This is an optimization exercise on Yosys and OpenROAD, whose aim is small area and a short achievable clock period, not a production implementation. Where RTL was checked, it was by simulation tests only, not by an equivalence proof against the original. No activity file was given, so power comes from the tool's default toggle rates.

run a:
==> module interpolator, before the edit <==
module interpolator (
  input  logic               ck933,
  input  logic               rstN,
  input  logic               softReset,
  input  logic               wrEn,
  input  hostBusPkg::offsetT wrOffset,
  input  hostBusPkg::dataT   wrData,
  output hostBusPkg::dataT   rdData,
  input  dspPkg::sampleT     sample,
  input  logic               sampleEn,
  output dspPkg::dacWordT    dacWord
);
  localparam int fracW = 3;
  localparam int accW  = 18 + fracW + 1;
  localparam int diffW = 18 + 1;
  dspPkg::ratioT             ratio;
  logic signed [16-1:0] offset;
  logic signed [diffW-1:0]   diff;
  dspPkg::sampleT            target;
  logic signed [accW-1:0]    acc;
  logic signed [accW-1:0]    step;
  logic signed [accW-1:0]    diffSh;
  logic [3:0]                stepsLeft;
  logic [accW-1:0]           accNext;
  logic [diffW-1:0]          diffNext;
  logic [accW-3:0]           rndA;
  logic [accW-3:0]           rndB;
  logic [accW-3:0]           rndS;
  logic [accW-3:0]           rndC;
  logic [accW-3:0]           sum;
  logic signed [accW-7:0]    rounded;
  logic [14-1:0]         clipped;
  logic                      rst;
  assign rst = !rstN || softReset;
  assign diffSh = {diff, 3'b000};
  assign step   = diffSh >>> ratio;
  assign rndA    = {acc[accW-1], acc[accW-1:fracW]};
  assign rndB    = {{(accW-2-16){offset[16-1]}}, offset};
  assign rndS    = rndA ^ rndB ^ (accW-2)'(8);
  assign rndC    = ((rndA & rndB) | ((rndA | rndB) & (accW-2)'(8))) << 1;
  fastAdd #(.W(accW-2)) rndAdd (.a(rndS), .b(rndC), .cin(1'b0), .s(sum));
  assign rounded = sum[accW-3:4];
  fastAdd #(.W(accW)) accAdd (.a(acc), .b(step), .cin(1'b0), .s(accNext));
  fastAdd #(.W(diffW)) diffSub (
    .a   ({sample[18-1], sample}),
    .b   (~{target[18-1], target}),
    .cin (1'b1),
    .s   (diffNext)
  );
  always_comb begin
    if (rounded[accW-7:14-1] == '0 || rounded[accW-7:14-1] == '1) begin
      clipped = {~rounded[14-1], rounded[14-2:0]};
    end else begin
      clipped = {~rounded[accW-7], {(14-1){~rounded[accW-7]}}};
    end
  end
  always_ff @(posedge ck933) begin
    if (rst) begin
      ratio     <= '0;
      offset    <= '0;
      target    <= '0;
      acc       <= '0;
      stepsLeft <= '0;
      dacWord   <= 14'h2000;
    end else begin
      if (wrEn && (wrOffset == 2'd0)) begin
        ratio <= wrData[1:0];
      end
      if (wrEn && (wrOffset == 2'd1)) begin
        offset <= wrData;
      end
      if (sampleEn) begin
        target    <= sample;
        acc       <= {target[18-1], target, 3'b000};
        stepsLeft <= 4'd1 << ratio;
      end else if (stepsLeft != 4'd0) begin
        acc       <= accNext;
        stepsLeft <= stepsLeft - 1'b1;
      end
      dacWord <= clipped;
    end
  end
  always_ff @(posedge ck933) begin
    if (sampleEn) begin
      diff <= diffNext;
    end
  end
  always_comb begin
    rdData = '0;
    case (wrOffset)
      2'd0:  rdData[1:0] = ratio;
      2'd1: rdData = offset;
      default:     rdData = '0;
    endcase
  end
endmodule
export LEC_CHECK = 0
export ABC_AREA = 1
export CAP_MARGIN = 20
export CORE_MARGIN = 2
export CORE_UTILIZATION = 40
export SETUP_SLACK_MARGIN = 2.8
export SLEW_MARGIN = 20
create_clock -name core_clock -period 6.0 [get_ports {ck933}]
run.sh (not shown) runs the stock make flow with config.mk's settings and CLKGATE_MAP_FILE= SYNTH_SCRIPT=/design/flow/synth_recipe.tcl, a recipe that flattens the netlist after the stock synthesis.
Run a went all the way through the flow, and no timing, DRC or antenna check failed.
The inputs of run b differ from those of run a as listed below.
==> flow/design.v, changed modules only <==
module interpolator (
  input  logic               ck933,
  input  logic               rstN,
  input  logic               softReset,
  input  logic               wrEn,
  input  hostBusPkg::offsetT wrOffset,
  input  hostBusPkg::dataT   wrData,
  output hostBusPkg::dataT   rdData,
  input  dspPkg::sampleT     sample,
  input  logic               sampleEn,
  output dspPkg::dacWordT    dacWord
);
  localparam int fracW = 3;
  localparam int accW  = 18 + fracW + 1;
  localparam int diffW = 18 + 1;
  dspPkg::ratioT             ratio;
  logic signed [16-1:0] offset;
  logic signed [diffW-1:0]   diff;
  dspPkg::sampleT            target;
  logic [accW-1:0]           accB;
  logic                      accTop;
  logic [diffW-1:0]          tgtP8;
  logic signed [accW-1:0]    step;
  logic [3:0]                stepsLeft;
  logic                      ramping;
  logic [3:0]                stepSel;
  logic [accW+2:0]           diffX;
  logic [accW-1:0]           accNext;
  logic [diffW-1:0]          diffNext;
  logic [accW-3:0]           rndA;
  logic [accW-3:0]           rndB;
  logic [accW-3:0]           sum;
  logic signed [accW-7:0]    rounded;
  logic [14-1:0]         clipped;
  logic                      rst;
  assign rst = !rstN || softReset;
  assign ramping = (stepsLeft != 4'd0);
  assign stepSel = {4{ramping}} & (4'b0001 << ratio);
  assign diffX   = {{3{diff[diffW-1]}}, diff, 3'b000};
  always_comb begin
    for (int i = 0; i < accW; i++) begin
      step[i] = (stepSel[0] & diffX[i]) | (stepSel[1] & diffX[i + 1]) |
                (stepSel[2] & diffX[i + 2]) | (stepSel[3] & diffX[i + 3]);
    end
  end
  assign accTop  = accB[accW-1] & |accB[accW-2:6];
  assign rndA    = {accTop, accB[accW-1:fracW]};
  assign rndB    = {{(accW-2-16){offset[16-1]}}, offset};
  fastAdd #(.W(accW-2)) rndAdd (.a(rndA), .b(rndB), .cin(1'b0), .s(sum));
  assign rounded = sum[accW-3:4];
  fastAdd #(.W(accW)) accAdd (.a(accB), .b(step), .cin(1'b0), .s(accNext));
  assign tgtP8 = {target[18-1], target} + diffW'(8);
  fastAdd #(.W(diffW)) diffSub (
    .a   ({sample[18-1], sample}),
    .b   (~{target[18-1], target}),
    .cin (1'b1),
    .s   (diffNext)
  );
  always_comb begin
    if (rounded[accW-7:14-1] == '0 || rounded[accW-7:14-1] == '1) begin
      clipped = {~rounded[14-1], rounded[14-2:0]};
    end else begin
      clipped = {~rounded[accW-7], {(14-1){~rounded[accW-7]}}};
    end
  end
  always_ff @(posedge ck933) begin
    if (rst) begin
      ratio     <= '0;
      offset    <= '0;
      target    <= '0;
      accB      <= accW'(64);
      stepsLeft <= '0;
      dacWord   <= 14'h2000;
    end else begin
      if (wrEn && (wrOffset == 2'd0)) begin
        ratio <= wrData[1:0];
      end
      if (wrEn && (wrOffset == 2'd1)) begin
        offset <= wrData;
      end
      if (sampleEn) begin
        target    <= sample;
        accB      <= {tgtP8, 3'b000};
        stepsLeft <= 4'd1 << ratio;
      end else begin
        accB      <= accNext;
        if (ramping) begin
          stepsLeft <= stepsLeft - 1'b1;
        end
      end
      dacWord <= clipped;
    end
  end
  always_ff @(posedge ck933) begin
    if (sampleEn) begin
      diff <= diffNext;
    end
  end
  always_comb begin
    rdData = '0;
    case (wrOffset)
      2'd0:  rdData[1:0] = ratio;
      2'd1: rdData = offset;
      default:     rdData = '0;
    endcase
  end
endmodule
==> run summary <==
| largest fanout of any net on the critical path | run b vs run a | 14 lower |
Power per unit of standard cell area in run b is 1.1% below run a.
Against run a, run b reports a buffering overhead that is higher.
When run b is measured against run a, its relative contribution of the clock network to total power turns out 1.6 points higher.
Against run a as the reference, run b delivers a lower minimum setup slack among reg-to-reg paths.
Summary of run b over run a: starting utilization of the core area did not really move, first-pass GRT wire length went up 5.8%, power rose by 1.6%, total routed wirelength increased about 7%, filler-free cell count of the finished design rose by 65.
Comparing run b and run a, largest stage delay on the critical path is higher on run a.
Looking at number of tap instances, run b sits about 1% lower than run a does.
Summary of run b over run a: number of nets in the layout has increased; synthesized area lost 2.6%.
For run b, only the layout was checked, not whether the RTL still works.

* * *

dacSubsystem, a different RTL version from the one above (not shown whole).
For scale: ~3,500 cells after synthesis, about 23,000 um^2 of cells after synthesis.
==> module interpolator, before the edit <==
module interpolator (
  input  logic               ck933,
  input  logic               rstN,
  input  logic               softReset,
  input  logic               wrEn,
  input  hostBusPkg::offsetT wrOffset,
  input  hostBusPkg::dataT   wrData,
  output hostBusPkg::dataT   rdData,
  input  dspPkg::sampleT     sample,
  input  logic               sampleEn,
  output dspPkg::dacWordT    dacWord
);
  localparam int fracW = 3;
  localparam int accW  = 18 + fracW + 1;
  localparam int diffW = 18 + 1;
  dspPkg::ratioT             ratio;
  logic signed [16-1:0] offset;
  logic signed [diffW-1:0]   diff;
  dspPkg::sampleT            target;
  logic [accW-1:0]           accB;
  logic                      accTop;
  logic [diffW-1:0]          tgtP8;
  logic signed [accW-1:0]    step;
  logic [3:0]                stepsLeft;
  logic                      ramping;
  logic                      rampNext;
  logic [1:0]                ratioNext;
  logic [3:0]                stepSel;
  logic [accW+2:0]           diffX;
  logic [accW-1:0]           accNext;
  logic [diffW-1:0]          diffNext;
  logic [accW-3:0]           rndA;
  logic [accW-3:0]           rndB;
  logic [accW-3:0]           sum;
  logic signed [accW-7:0]    rounded;
  logic [14-1:0]         clipped;
  logic                      rst;
  assign rst = !rstN || softReset;
  assign ramping   = |stepSel;
  assign ratioNext = (wrEn && (wrOffset == 2'd0)) ? wrData[1:0] : ratio;
  assign rampNext  = sampleEn || (ramping && (stepsLeft != 4'd1));
  assign diffX   = {{3{diff[diffW-1]}}, diff, 3'b000};
  always_comb begin
    for (int i = 0; i < accW; i++) begin
      step[i] = (stepSel[0] & diffX[i]) | (stepSel[1] & diffX[i + 1]) |
                (stepSel[2] & diffX[i + 2]) | (stepSel[3] & diffX[i + 3]);
    end
  end
  assign accTop  = accB[accW-1] & |accB[accW-2:6];
  assign rndA    = {accTop, accB[accW-1:fracW]};
  assign rndB    = {{(accW-2-16){offset[16-1]}}, offset};
  bkAdd #(.W(accW-2)) rndAdd (.a(rndA), .b(rndB), .cin(1'b0), .s(sum));
  assign rounded = sum[accW-3:4];
  bkAdd #(.W(accW)) accAdd (.a(accB), .b(step), .cin(1'b0), .s(accNext));
  assign tgtP8 = {target[18-1], target} + diffW'(8);
  bkAdd #(.W(diffW)) diffSub (
    .a   ({sample[18-1], sample}),
    .b   (~{target[18-1], target}),
    .cin (1'b1),
    .s   (diffNext)
  );
  always_comb begin
    if (rounded[accW-7:14-1] == '0 || rounded[accW-7:14-1] == '1) begin
      clipped = {~rounded[14-1], rounded[14-2:0]};
    end else begin
      clipped = {~rounded[accW-7], {(14-1){~rounded[accW-7]}}};
    end
  end
  always_ff @(posedge ck933) begin
    if (rst) begin
      ratio     <= '0;
      offset    <= '0;
      target    <= '0;
      accB      <= accW'(64);
      stepsLeft <= '0;
      stepSel   <= '0;
      dacWord   <= 14'h2000;
    end else begin
      ratio   <= ratioNext;
      stepSel <= {4{rampNext}} & (4'b0001 << ratioNext);
      if (wrEn && (wrOffset == 2'd1)) begin
        offset <= wrData;
      end
      if (sampleEn) begin
        target    <= sample;
        accB      <= {tgtP8, 3'b000};
        stepsLeft <= 4'd1 << ratio;
      end else begin
        accB      <= accNext;
        if (ramping) begin
          stepsLeft <= stepsLeft - 1'b1;
        end
      end
      dacWord <= clipped;
    end
  end
  always_ff @(posedge ck933) begin
    if (sampleEn) begin
      diff <= diffNext;
    end
  end
  always_comb begin
    rdData = '0;
    case (wrOffset)
      2'd0:  rdData[1:0] = ratio;
      2'd1: rdData = offset;
      default:     rdData = '0;
    endcase
  end
endmodule
==> module bkAdd, before the edit <==
module bkAdd #(
  parameter int W = 20
) (
  input  logic [W-1:0] a,
  input  logic [W-1:0] b,
  input  logic         cin,
  output logic [W-1:0] s
);
  localparam int L = $clog2(W);
  logic [W-1:0] p;
  logic [W-1:0] g;
  logic [W-1:0] t;
  always_comb begin
    p = a ^ b;
    g = (a & b) | {{(W-1){1'b0}}, p[0] & cin};
    t = p;
    for (int l = 0; l < L; l++) begin
      for (int i = 0; i < W; i++) begin
        if (((i + 1) % (1 << (l + 1))) == 0) begin
          g[i] = g[i] | (t[i] & g[i - (1 << l)]);
          t[i] = t[i] & t[i - (1 << l)];
        end
      end
    end
    for (int l = L - 2; l >= 0; l--) begin
      for (int i = 0; i < W; i++) begin
        if ((((i + 1) % (1 << (l + 1))) == (1 << l)) && (i >= (1 << (l + 1)))) begin
          g[i] = g[i] | (t[i] & g[i - (1 << l)]);
          t[i] = t[i] & t[i - (1 << l)];
        end
      end
    end
    s = p ^ {g[W-2:0], cin};
  end
endmodule
Settings: LEC_CHECK=0, ABC_AREA=1, CAP_MARGIN=20, CORE_MARGIN=2, CORE_UTILIZATION=40, SETUP_SLACK_MARGIN=3.5, SLEW_MARGIN=20; clock period 6.0 ns.
standard.sh (not shown) runs the stock make flow with config.mk's settings and CLKGATE_MAP_FILE= SYNTH_SCRIPT=/design/flow/synth_recipe.tcl, a recipe that flattens the netlist after the stock synthesis.
==> flow/flow/run.sh <==
#!/bin/bash
# Standard synthesis without the full/half-adder cell mapping (registers are unchanged), then
# the standard layout; the resizer may pick any cell of the same function (not only one with
# the same footprint), and the port buffers are plain buffers.
set -euo pipefail
bash standard.sh ADDER_MAP_FILE= synth > synth.log 2>&1
bash standard.sh ADDER_MAP_FILE= MATCH_CELL_FOOTPRINT=0 "BUFFER_PORTS_ARGS=-buffer_cell sky130_fd_sc_hd__buf_1" finish > layout.log 2>&1
The baseline completed without violations.
Then changed:
--- a/flow/design.v
+++ b/flow/design.v
@@ -267,15 +267,15 @@
     end
   end
   assign accTop  = accB[accW-1] & |accB[accW-2:6];
   assign rndA    = {accTop, accB[accW-1:fracW]};
   assign rndB    = {{(accW-2-16){offset[16-1]}}, offset};
-  bkAdd #(.W(accW-2)) rndAdd (.a(rndA), .b(rndB), .cin(1'b0), .s(sum));
+  fastAdd #(.W(accW-2)) rndAdd (.a(rndA), .b(rndB), .cin(1'b0), .s(sum));
   assign rounded = sum[accW-3:4];
-  bkAdd #(.W(accW)) accAdd (.a(accB), .b(step), .cin(1'b0), .s(accNext));
+  fastAdd #(.W(accW)) accAdd (.a(accB), .b(step), .cin(1'b0), .s(accNext));
   assign tgtP8 = {target[18-1], target} + diffW'(8);
-  bkAdd #(.W(diffW)) diffSub (
+  fastAdd #(.W(diffW)) diffSub (
     .a   ({sample[18-1], sample}),
     .b   (~{target[18-1], target}),
     .cin (1'b1),
     .s   (diffNext)
   );
@@ -357,45 +357,10 @@
     end
   end
   assign c = {g[L], cin};
   assign s = p ^ c[W-1:0];
 endmodule
-module bkAdd #(
-  parameter int W = 20
-) (
-  input  logic [W-1:0] a,
-  input  logic [W-1:0] b,
-  input  logic         cin,
-  output logic [W-1:0] s
-);
-  localparam int L = $clog2(W);
-  logic [W-1:0] p;
-  logic [W-1:0] g;
-  logic [W-1:0] t;
-  always_comb begin
-    p = a ^ b;
-    g = (a & b) | {{(W-1){1'b0}}, p[0] & cin};
-    t = p;
-    for (int l = 0; l < L; l++) begin
-      for (int i = 0; i < W; i++) begin
-        if (((i + 1) % (1 << (l + 1))) == 0) begin
-          g[i] = g[i] | (t[i] & g[i - (1 << l)]);
-          t[i] = t[i] & t[i - (1 << l)];
-        end
-      end
-    end
-    for (int l = L - 2; l >= 0; l--) begin
-      for (int i = 0; i < W; i++) begin
-        if ((((i + 1) % (1 << (l + 1))) == (1 << l)) && (i >= (1 << (l + 1)))) begin
-          g[i] = g[i] | (t[i] & g[i - (1 << l)]);
-          t[i] = t[i] & t[i - (1 << l)];
-        end
-      end
-    end
-    s = p ^ {g[W-2:0], cin};
-  end
-endmodule
 `timescale 1ns/100ps
 module dacSubsystem (
   input  logic             ck933,
   input  logic             rstN,
   input  logic             nCs,
The changed run finished with timing, DRC and antenna clean. Global-route usage rises by 0.78 points. Final area rises by 3.2%. Register-to-register slack degrades by 0.14 ns. Via count increases by 5.3%. Setup slack is better by 0.11 ns. Final cell count rises by 3.7%. Synthesized cell count increases by 4.2%. Sequential power barely changes. Critical path depth went down by 3.

* * *

Setup of before:
dacSubsystem with an RTL version that a note above also has.
For scale: about 160 I/O pins, roughly 0.023 mm2 of cells after synthesis.
==> module hostRegs, before the edit <==
module hostRegs (
  input  logic               ck933,
  input  logic               rstN,
  input  logic               nCs,
  input  logic               nWe,
  input  logic               nRd,
  input  hostBusPkg::addrT   addr,
  input  hostBusPkg::dataT   wrData,
  output hostBusPkg::dataT   rdData,
  input  hostBusPkg::dataT   serialRd,
  input  hostBusPkg::dataT   interpRd0,
  input  hostBusPkg::dataT   interpRd1,
  input  hostBusPkg::dataT   interpRd2,
  output logic               serialWrEn,
  output logic               interpWrEn0,
  output logic               interpWrEn1,
  output logic               interpWrEn2,
  output hostBusPkg::offsetT wrOffset,
  output logic               softReset,
  output hostBusPkg::dataT   gpioOut
);
  logic               hiZero;
  logic               selMisc;
  logic               selGpio;
  logic               selSerial;
  logic               selInterp0;
  logic               selInterp1;
  logic               selInterp2;
  hostBusPkg::dataT   rdMux;
  logic               wrStrobe;
  logic               rdStrobe;
  assign hiZero     = (addr[11-1:5] == '0);
  assign selMisc    = hiZero && (addr[4:2] == 3'(11'h000 >> 2));
  assign selGpio    = hiZero && (addr[4:2] == 3'(11'h004 >> 2));
  assign selSerial  = hiZero && (addr[4:2] == 3'(11'h008 >> 2));
  assign selInterp0 = hiZero && (addr[4:2] == 3'(11'h00C >> 2));
  assign selInterp1 = hiZero && (addr[4:2] == 3'(11'h010 >> 2));
  assign selInterp2 = hiZero && (addr[4:2] == 3'(11'h014 >> 2));
  assign wrOffset = addr[1:0];
  assign wrStrobe = !nCs && !nWe;
  assign rdStrobe = !nCs && !nRd;
  assign serialWrEn  = wrStrobe && selSerial;
  assign interpWrEn0 = wrStrobe && selInterp0;
  assign interpWrEn1 = wrStrobe && selInterp1;
  assign interpWrEn2 = wrStrobe && selInterp2;
  always_ff @(posedge ck933) begin
    if (!rstN) begin
      softReset <= 1'b0;
    end else begin
      softReset <= wrStrobe && selMisc && (wrOffset == 2'd0);
    end
  end
  always_ff @(posedge ck933) begin
    if (!rstN || softReset) begin
      gpioOut <= 16'h0003;
    end else if (wrStrobe && selGpio) begin
      gpioOut <= wrData;
    end
  end
  assign rdMux = ({16{selMisc && (wrOffset == 2'd1)}} & 16'h0A31) |
                 ({16{selGpio}}    & gpioOut)   |
                 ({16{selSerial}}  & serialRd)  |
                 ({16{selInterp0}} & interpRd0) |
                 ({16{selInterp1}} & interpRd1) |
                 ({16{selInterp2}} & interpRd2);
  always_ff @(posedge ck933) begin
    if (rdStrobe) begin
      rdData <= rdMux;
    end
  end
endmodule
==> module interpolator, before the edit <==
module interpolator (
  input  logic               ck933,
  input  logic               rstN,
  input  logic               softReset,
  input  logic               wrEn,
  input  hostBusPkg::offsetT wrOffset,
  input  hostBusPkg::dataT   wrData,
  output hostBusPkg::dataT   rdData,
  input  dspPkg::sampleT     sample,
  input  logic               sampleEn,
  output dspPkg::dacWordT    dacWord
);
  localparam int fracW = 3;
  localparam int accW  = 18 + fracW + 1;
  localparam int diffW = 18 + 1;
  dspPkg::ratioT             ratio;
  logic signed [16-1:0] offset;
  logic signed [diffW-1:0]   diff;
  dspPkg::sampleT            target;
  logic [accW-1:0]           accB;
  logic                      accTop;
  logic [diffW-1:0]          tgtP8;
  logic signed [accW-1:0]    step;
  logic [3:0]                stepsLeft;
  logic                      ramping;
  logic                      rampNext;
  logic [1:0]                ratioNext;
  logic [3:0]                stepSel;
  logic [accW+2:0]           diffX;
  logic [accW-1:0]           accNext;
  logic [diffW-1:0]          diffNext;
  logic [accW-3:0]           rndA;
  logic [accW-3:0]           rndB;
  logic [accW-3:0]           sum;
  logic signed [accW-7:0]    rounded;
  logic [14-1:0]         clipped;
  logic                      rst;
  assign rst = !rstN || softReset;
  assign ramping   = |stepSel;
  assign ratioNext = (wrEn && (wrOffset == 2'd0)) ? wrData[1:0] : ratio;
  assign rampNext  = sampleEn || (ramping && (stepsLeft != 4'd1));
  assign diffX   = {{3{diff[diffW-1]}}, diff, 3'b000};
  always_comb begin
    for (int i = 0; i < accW; i++) begin
      step[i] = (stepSel[0] & diffX[i]) | (stepSel[1] & diffX[i + 1]) |
                (stepSel[2] & diffX[i + 2]) | (stepSel[3] & diffX[i + 3]);
    end
  end
  assign accTop  = accB[accW-1] & |accB[accW-2:6];
  assign rndA    = {accTop, accB[accW-1:fracW]};
  assign rndB    = {{(accW-2-16){offset[16-1]}}, offset};
  fastAdd #(.W(accW-2)) rndAdd (.a(rndA), .b(rndB), .cin(1'b0), .s(sum));
  assign rounded = sum[accW-3:4];
  fastAdd #(.W(accW)) accAdd (.a(accB), .b(step), .cin(1'b0), .s(accNext));
  assign tgtP8 = {target[18-1], target} + diffW'(8);
  fastAdd #(.W(diffW)) diffSub (
    .a   ({sample[18-1], sample}),
    .b   (~{target[18-1], target}),
    .cin (1'b1),
    .s   (diffNext)
  );
  always_comb begin
    if (rounded[accW-7:14-1] == '0 || rounded[accW-7:14-1] == '1) begin
      clipped = {~rounded[14-1], rounded[14-2:0]};
    end else begin
      clipped = {~rounded[accW-7], {(14-1){~rounded[accW-7]}}};
    end
  end
  always_ff @(posedge ck933) begin
    if (rst) begin
      ratio     <= '0;
      offset    <= '0;
      target    <= '0;
      accB      <= accW'(64);
      stepsLeft <= '0;
      stepSel   <= '0;
      dacWord   <= 14'h2000;
    end else begin
      ratio   <= ratioNext;
      stepSel <= {4{rampNext}} & (4'b0001 << ratioNext);
      if (wrEn && (wrOffset == 2'd1)) begin
        offset <= wrData;
      end
      if (sampleEn) begin
        target    <= sample;
        accB      <= {tgtP8, 3'b000};
        stepsLeft <= 4'd1 << ratio;
      end else begin
        accB      <= accNext;
        if (ramping) begin
          stepsLeft <= stepsLeft - 1'b1;
        end
      end
      dacWord <= clipped;
    end
  end
  always_ff @(posedge ck933) begin
    if (sampleEn) begin
      diff <= diffNext;
    end
  end
  always_comb begin
    rdData = '0;
    case (wrOffset)
      2'd0:  rdData[1:0] = ratio;
      2'd1: rdData = offset;
      default:     rdData = '0;
    endcase
  end
endmodule
==> flow/config.mk <==
export PLATFORM = sky130hd
export DESIGN_NAME = dacSubsystem
export DESIGN_NICKNAME = dacSubsystem
export VERILOG_FILES = /design/flow/design.v
export SDC_FILE = /design/flow/constraint.sdc
export NUM_CORES = 4
export LEC_CHECK = 0
export ABC_AREA = 1
export CAP_MARGIN = 20
export CORE_MARGIN = 2
export CORE_UTILIZATION = 40
export CTS_CLUSTER_DIAMETER = 80
export CTS_CLUSTER_SIZE = 22
export SETUP_SLACK_MARGIN = 3.6
export SLEW_MARGIN = 20
==> flow/constraint.sdc <==
create_clock -name core_clock -period 6.0 [get_ports {ck933}]
set_input_delay 1.2000 -clock core_clock [delete_from_list [all_inputs] [get_ports {ck933}]]
set_output_delay 1.2000 -clock core_clock [all_outputs]
set_load 0.01 [all_outputs]
Scripts as last shown in full above: flow/flow/run.sh
Input-level comparison between after and before:
-- flow/design.v --
<<< before, line 55
  logic               wrStrobe;
  logic               rdStrobe;
  assign hiZero     = (addr[11-1:5] == '0);
  assign selMisc    = hiZero && (addr[4:2] == 3'(11'h000 >> 2));
>>> after, line 55
  logic               wrStrobe;
  logic               rdStrobe;
  logic               rdHit;
  assign hiZero     = (addr[11-1:5] == '0);
  assign selMisc    = hiZero && (addr[4:2] == 3'(11'h000 >> 2));
<<< before, line 89
                 ({16{selInterp1}} & interpRd1) |
                 ({16{selInterp2}} & interpRd2);
  always_ff @(posedge ck933) begin
    if (rdStrobe) begin
      rdData <= rdMux;
    end
>>> after, line 90
                 ({16{selInterp1}} & interpRd1) |
                 ({16{selInterp2}} & interpRd2);
  assign rdHit = (selMisc && (wrOffset == 2'd1)) || selGpio || selSerial ||
                 selInterp0 || selInterp1 || selInterp2;
  always_ff @(posedge ck933) begin
    if (rdStrobe && !rdHit) begin
      rdData <= '0;
    end else if (rdStrobe) begin
      rdData <= rdMux;
    end
<<< before, line 270
  assign rndA    = {accTop, accB[accW-1:fracW]};
  assign rndB    = {{(accW-2-16){offset[16-1]}}, offset};
  fastAdd #(.W(accW-2)) rndAdd (.a(rndA), .b(rndB), .cin(1'b0), .s(sum));
  assign rounded = sum[accW-3:4];
  fastAdd #(.W(accW)) accAdd (.a(accB), .b(step), .cin(1'b0), .s(accNext));
  assign tgtP8 = {target[18-1], target} + diffW'(8);
  fastAdd #(.W(diffW)) diffSub (
    .a   ({sample[18-1], sample}),
    .b   (~{target[18-1], target}),
>>> after, line 275
  assign rndA    = {accTop, accB[accW-1:fracW]};
  assign rndB    = {{(accW-2-16){offset[16-1]}}, offset};
  bkAdd #(.W(accW-2)) rndAdd (.a(rndA), .b(rndB), .cin(1'b0), .s(sum));
  assign rounded = sum[accW-3:4];
  fastAdd #(.W(accW)) accAdd (.a(accB), .b(step), .cin(1'b0), .s(accNext));
  assign tgtP8 = {target[18-1], target} + diffW'(8);
  bkAdd #(.W(diffW)) diffSub (
    .a   ({sample[18-1], sample}),
    .b   (~{target[18-1], target}),
<<< before, line 359
  assign c = {g[L], cin};
  assign s = p ^ c[W-1:0];
endmodule
`timescale 1ns/100ps
>>> after, line 364
  assign c = {g[L], cin};
  assign s = p ^ c[W-1:0];
endmodule
module bkAdd #(
  parameter int W = 20
) (
  input  logic [W-1:0] a,
  input  logic [W-1:0] b,
  input  logic         cin,
  output logic [W-1:0] s
);
  localparam int L = $clog2(W);
  logic [W-1:0] p;
  logic [W-1:0] g;
  logic [W-1:0] t;
  always_comb begin
    p = a ^ b;
    g = (a & b) | {{(W-1){1'b0}}, p[0] & cin};
    t = p;
    for (int l = 0; l < L; l++) begin
      for (int i = 0; i < W; i++) begin
        if (((i + 1) % (1 << (l + 1))) == 0) begin
          g[i] = g[i] | (t[i] & g[i - (1 << l)]);
          t[i] = t[i] & t[i - (1 << l)];
        end
      end
    end
    for (int l = L - 2; l >= 0; l--) begin
      for (int i = 0; i < W; i++) begin
        if ((((i + 1) % (1 << (l + 1))) == (1 << l)) && (i >= (1 << (l + 1)))) begin
          g[i] = g[i] | (t[i] & g[i - (1 << l)]);
          t[i] = t[i] & t[i - (1 << l)];
        end
      end
    end
    s = p ^ {g[W-2:0], cin};
  end
endmodule
`timescale 1ns/100ps
==> run summary <==
- before finished all stages; the layout is clean.
- Both conditions hold for after: the flow ran to the end and the final layout passed the timing, design-rule and antenna checks.
- Lower final period demand of the worst path was reported by before, not after.
- after and before ended up with nearly the same number of endpoints failing setup at the final stage.
- Diff before -> after: sum of buffers and inverters on the critical path now larger; proportion of power drawn by the clock network has decreased; portion of the clock cycle consumed by the worst path in the final layout has increased; met3 wire length rose 1200 um.
- Die area of after falls short of that of before slightly.
- after vs. before: worst setup slack went down by 0.076 ns, maximum clock skew at final layout lost 0.0072 ns, simple logic cell fraction of the synthesized area went up 0.64 points, register fraction of the total cell area went down 0.53 points, worst-case setup slack after placement now sits higher.
- Relative to before, the clock power of after is lower by about 4%.
- after does worse than before on register-to-register setup slack.
- For before, the timing endpoint of the critical path was rdData[12], unlike after, where it was hostRegs.rdData[12].
The RTL of after was laid out without a check of its function.

[separate check: timing with driven ports]
No port has a modelled driver above. Below, the same layouts with a new extraction and two added sets of constraints. Step 1: set_driving_cell puts a clkbuf_16 on ck933 and a buf_2 on each other input, an assumption about the parent block. Step 2, shift: input delay + t, output delay - t, t = (earliest + latest rising clock arrival at the registers) / 2. This alone moves slack from input paths to output paths. Slacks: ideal / step 1 / step 2; pairs: ideal / step 1.
run | t, ns | slack for setup (ns) | worst register clock-pin slew, ns | pins driven straight from the clock port
run a | 0.631 | 2.928 / 2.950 / 2.331 | 0.07 / 0.07 | 1
run b | 0.631 | 2.530 / 2.529 / 2.013 | 0.07 / 0.07 | 1
the first run of note 2 | 0.645 | 3.418 / 3.455 / 2.810 | 0.06 / 0.06 | 1
the second run of note 2 | 0.637 | 3.524 / 3.501 / 2.926 | 0.06 / 0.06 | 1
before | 0.655 | 3.599 / 3.537 / 2.999 | 0.09 / 0.09 | 1
after | 0.649 | 3.523 / 3.564 / 2.916 | 0.09 / 0.09 | 1
After both steps every run listed still meets setup and hold. The setup slack of the first run of note 2, which loses most, moves by +0.037 ns with the drivers and by -0.608 ns with both steps.
